This is an optimization exercise on Yosys and OpenROAD, whose aim is small area, a short achievable clock period and few clock cycles, not a production implementation. Only simulation tests tie the RTL to the original design; equivalence was not proved. No activity file was given, so power comes from the tool's default toggle rates.

==> flow/design.v <==
package sao_pkg;
  localparam int N_PIX     = 4;
  localparam int N_EO_TYPE = 4;
  localparam int DIFF_LEN  = 9;
  localparam int CNT_LEN   = 13;
  localparam int SUM_LEN   = 21;
  typedef enum logic [1:0] {EO_HOR, EO_VER, EO_135, EO_45} eo_type_e;
  localparam logic [2:0] SAO_CAT_NONE = 3'd0;
  localparam logic [2:0] SAO_CAT_1    = 3'd1;
  localparam logic [2:0] SAO_CAT_2    = 3'd2;
  localparam logic [2:0] SAO_CAT_3    = 3'd3;
  localparam logic [2:0] SAO_CAT_4    = 3'd4;
  typedef logic        [CNT_LEN-1:0] stat_cnt_t;
  typedef logic signed [SUM_LEN-1:0] stat_sum_t;
  typedef enum logic [1:0] {ST_IDLE, ST_ACC, ST_FLUSH, ST_DONE} acc_state_e;
endpackage
module sao_blk_cat_sum
#(
  parameter int diff_len = sao_pkg::DIFF_LEN,
  parameter int cnt_len  = sao_pkg::CNT_LEN,
  parameter int sum_len  = sao_pkg::SUM_LEN,
  parameter logic [10:0] seg = 11'b010_0100_1000   
) (
  input  logic                          clk,
  input  logic                          clr,       
  input  logic [3:0][5:0]               sel,       
  input  logic [diff_len-1:0]           d0, d1, d2, d3,
  input  logic [diff_len:0]             d01, d23,
  output logic [3:0][cnt_len-1:0]       cnt,
  output logic [3:0][sum_len-1:0]       sum,
  output logic                          settled    
);
  logic [3:0] bin_settled;
  assign settled = &bin_settled;
  localparam int PW  = diff_len + 1;        
  localparam int LW  = PW + 1;              
  localparam int HW  = sum_len - LW;        
  localparam int CLW = 3;                   
  localparam int CHW = cnt_len - CLW;       
  for (genvar c = 0; c < 4; c++) begin : g_bin
    logic [5:0]    sl;
    logic [PW-1:0] x, y;
    logic [LW-1:0] a, b;                    
    logic [LW-1:0] lo, u, s;
    logic [LW:0]   v, k;
    logic [LW-1:0] cr;                      
    logic          c11, v11;
    logic [HW-1:0] hi, hi_n;
    logic          inc, dec;
    assign sl = sel[c];
    for (genvar i = 0; i < PW; i++) begin : g_mux
      localparam int j = (i < diff_len) ? i : diff_len - 1;
      assign x[i] = (sl[0] & d0[j]) | (sl[1] & d1[j]) | (sl[2] & d01[i]);
      assign y[i] = (sl[3] & d2[j]) | (sl[4] & d3[j]) | (sl[5] & d23[i]);
    end
    assign a = {1'b1, ~x[PW-1], x[PW-2:0]};
    assign b = {1'b0, ~y[PW-1], y[PW-2:0]};
    assign v[0] = 1'b0;
    for (genvar i = 0; i < LW; i++) begin : g_csa
      assign u[i]   = lo[i] ^ a[i] ^ b[i];
      assign v[i+1] = (lo[i] & a[i]) | (lo[i] & b[i]) | (a[i] & b[i]);
    end
    assign k[0] = 1'b0;
    for (genvar i = 0; i < LW; i++) begin : g_cpa
      logic ki;
      if (seg[i]) begin : g_cut
        assign ki = cr[i];
      end else begin : g_chain
        assign ki = k[i];
      end
      assign s[i]   = u[i] ^ v[i] ^ ki;
      assign k[i+1] = (u[i] & v[i]) | (u[i] & ki) | (v[i] & ki);
    end
    always_ff @(posedge clk) begin
      for (int i = 0; i < LW; i++) begin
        lo[i] <= !clr && s[i];
        cr[i] <= !clr && seg[i] && k[i];
      end
      c11 <= !clr && k[LW];
      v11 <= clr || v[LW];
    end
    assign inc = c11 & v11;
    assign dec = ~c11 & ~v11;
    for (genvar i = 0; i < HW; i++) begin : g_hi
      if (i == 0) begin : g_b0
        assign hi_n[i] = hi[i] ^ (inc | dec);
      end else begin : g_bi
        assign hi_n[i] = hi[i] ^ ((inc & (&hi[i-1:0])) | (dec & ~(|hi[i-1:0])));
      end
    end
    always_ff @(posedge clk) begin
      hi <= clr ? '0 : hi_n;
    end
    assign sum[c] = {hi, lo};
    logic [CLW-1:0] clo, cs;
    logic [CHW-1:0] chi;
    logic           ce;
    logic           oa, ob, k1, k2, k3;
    assign oa    = sl[0] | sl[1];
    assign ob    = sl[3] | sl[4];
    assign cs[0] = clo[0] ^ oa ^ ob;
    assign k1    = (clo[0] & oa) | (clo[0] & ob) | (oa & ob);
    logic [1:0] b1;
    assign b1    = 2'(clo[1]) + 2'(sl[2]) + 2'(sl[5]) + 2'(k1);
    assign cs[1] = b1[0];
    assign k2    = b1[1];
    assign cs[2] = clo[2] ^ k2;
    assign k3    = clo[2] & k2;
    always_ff @(posedge clk) begin
      clo <= clr ? '0 : cs;
      ce  <= !clr && k3;
      chi <= clr ? '0 : chi + CHW'(ce);
    end
    assign cnt[c] = {chi, clo};
    assign bin_settled[c] = ~|(cr & seg) & (c11 ^ v11) & ~ce;
  end
endmodule
module sao_eo_stat_acc
#(
  parameter int n_pix     = sao_pkg::N_PIX,
  parameter int n_eo_type = sao_pkg::N_EO_TYPE,
  parameter int diff_len  = sao_pkg::DIFF_LEN,
  parameter int cnt_len   = sao_pkg::CNT_LEN,
  parameter int sum_len   = sao_pkg::SUM_LEN
) (
  input  logic                                  clk,
  input  logic                                  arst_n,
  input  logic                                  start,
  input  logic                                  in_valid,
  output logic                                  in_ready,
  input  logic                                  in_last,
  input  logic [n_eo_type-1:0][n_pix-1:0][2:0]  in_cat,
  input  logic [n_pix-1:0][diff_len-1:0]        in_diff,
  input  logic [n_eo_type-1:0][n_pix-1:0]       b_use,
  output logic                                  stat_valid,
  input  logic                                  stat_ready,
  output logic [n_eo_type-1:0][3:0][cnt_len-1:0] stat_cnt,
  output logic [n_eo_type-1:0][3:0][sum_len-1:0] stat_sum
);
  localparam logic [10:0] seg     = 11'b010_1010_1000;   
  logic accept;
  logic last_q;                   
  logic clr;
  logic wait_set;                 
  logic [n_eo_type-1:0] settled;
  logic [n_eo_type-1:0][3:0][5:0]       s1_sel;
  logic [n_pix-1:0][diff_len-1:0]       s1_d;
  logic [diff_len:0]                    s1_d01, s1_d23;
  assign accept = in_valid && in_ready && !start;
  always_ff @(posedge clk or negedge arst_n) begin
    if (!arst_n) begin
      in_ready   <= 1'b0;
      last_q     <= 1'b0;
      stat_valid <= 1'b0;
      wait_set   <= 1'b0;
      clr        <= 1'b0;
    end else begin
      in_ready   <= start || (in_ready && !(accept && in_last));
      last_q     <= accept && in_last;
      wait_set   <= !start && (last_q || (wait_set && !(&settled)));
      stat_valid <= !start && ((wait_set && (&settled)) || (stat_valid && !stat_ready));
      clr        <= start;
    end
  end
  for (genvar t = 0; t < n_eo_type; t++) begin : g_sel_t
    for (genvar c = 0; c < 4; c++) begin : g_sel_c
      logic [n_pix-1:0] m;
      for (genvar p = 0; p < n_pix; p++) begin : g_sel_p
        assign m[p] = b_use[t][p] && (in_cat[t][p] == sao_pkg::SAO_CAT_1 + 3'(c));
      end
      always_ff @(posedge clk)
        s1_sel[t][c] <= accept ? {m[2] & m[3], ~m[2] & m[3], m[2] & ~m[3],
                                  m[0] & m[1], ~m[0] & m[1], m[0] & ~m[1]} : 6'd0;
    end
  end
  always_ff @(posedge clk) begin
    s1_d   <= in_diff;
    s1_d01 <= {in_diff[0][diff_len-1], in_diff[0]} + {in_diff[1][diff_len-1], in_diff[1]};
    s1_d23 <= {in_diff[2][diff_len-1], in_diff[2]} + {in_diff[3][diff_len-1], in_diff[3]};
  end
  for (genvar t = 0; t < n_eo_type; t++) begin : g_type
    sao_blk_cat_sum #(
      .diff_len (diff_len),
      .cnt_len  (cnt_len),
      .sum_len  (sum_len),
      .seg      (seg)
    ) u_cat_sum (
      .clk  (clk),
      .clr  (clr),
      .sel  (s1_sel[t]),
      .d0   (s1_d[0]),
      .d1   (s1_d[1]),
      .d2   (s1_d[2]),
      .d3   (s1_d[3]),
      .d01  (s1_d01),
      .d23  (s1_d23),
      .cnt  (stat_cnt[t]),
      .sum  (stat_sum[t]),
      .settled (settled[t])
    );
  end
endmodule
==> flow/config.mk <==
export PLATFORM = sky130hd
export DESIGN_NAME = sao_eo_stat_acc
export DESIGN_NICKNAME = sao_eo_stat_acc
export VERILOG_FILES = /design/flow/design.v
export SDC_FILE = /design/flow/constraint.sdc
export NUM_CORES = 4
export LEC_CHECK = 0
export CAP_MARGIN = 20
export CORE_MARGIN = 2
export CORE_UTILIZATION = 55
export CTS_CLUSTER_DIAMETER = 120
export CTS_CLUSTER_SIZE = 24
export SETUP_SLACK_MARGIN = 4.75
export SLEW_MARGIN = 20
==> flow/constraint.sdc <==
create_clock -name core_clock -period 7.5 [get_ports {clk}]
set_input_delay 1.5000 -clock core_clock [delete_from_list [all_inputs] [get_ports {clk}]]
set_output_delay 1.5000 -clock core_clock [all_outputs]
set_load 0.01 [all_outputs]
standard.sh (not shown) runs the stock make flow with config.mk's settings and CLKGATE_MAP_FILE= SYNTH_SCRIPT=/design/flow/synth_recipe.tcl, a recipe that flattens the netlist after the stock synthesis.
==> flow/flow/run.sh <==
#!/bin/bash
# The standard layout, with the port buffers that placement inserts made of the
# smallest buffer cell (every port still gets its own buffer).
set -euo pipefail
export BUFFER_PORTS_ARGS="-buffer_cell sky130_fd_sc_hd__buf_1"
bash standard.sh > standard.log 2>&1
The first run finished clean.
Testbench counts at the start, summed over its fixed seeds: cycles 19,843.
==> next run, changes <==
Settings changed: SETUP_SLACK_MARGIN 4.75 to 4.8.
What happened:
- clock skew falls by 5.4 ps
- power rises by about 1.3%
- hold slack hardly moves
- final area rises by 3.2%
- clock-buffer cell count does not change
- setup slack improves by 12 ps
- die area stays the same
==> next run, changes <==
Settings changed: SETUP_SLACK_MARGIN 4.8 to 4.7.
Effect:
- clock power hardly moves
- first-iteration DRC count increases by 10%
- global-route usage is lower by 0.52 points

-- afterwards: timing with drivers on the ports --
How much do the figures lean on ideal ports? The routed layouts below were timed once more, with nothing changed but the port constraints. Step 1 assumes that a clkbuf_16 drives the clock port and a buf_2 every other input. Step 2 adds t to the input delays and takes it off the output delays; t is the mean of the earliest and latest rising clock arrival at the registers after step 1. Input paths then give back, and output paths get back, about the clock's delay inside the block. Three values: no drivers, after step 1, after step 2; two values: the first two.
run	t, ns	setup slack, ns	worst setup path after step 2	slew at the worst register clock pin (ns)
the first run	0.677	4.757 / 4.688 / 4.315	input to register	0.11 / 0.11
the second run	0.680	4.769 / 4.699 / 4.321	input to register	0.11 / 0.11
the third run	0.676	4.707 / 4.634 / 4.389	input to register	0.11 / 0.11
After both steps every run listed still meets setup and hold. For the second run, which loses most, drivers alone change the setup slack by -0.070 ns; drivers and shift together by -0.448 ns.
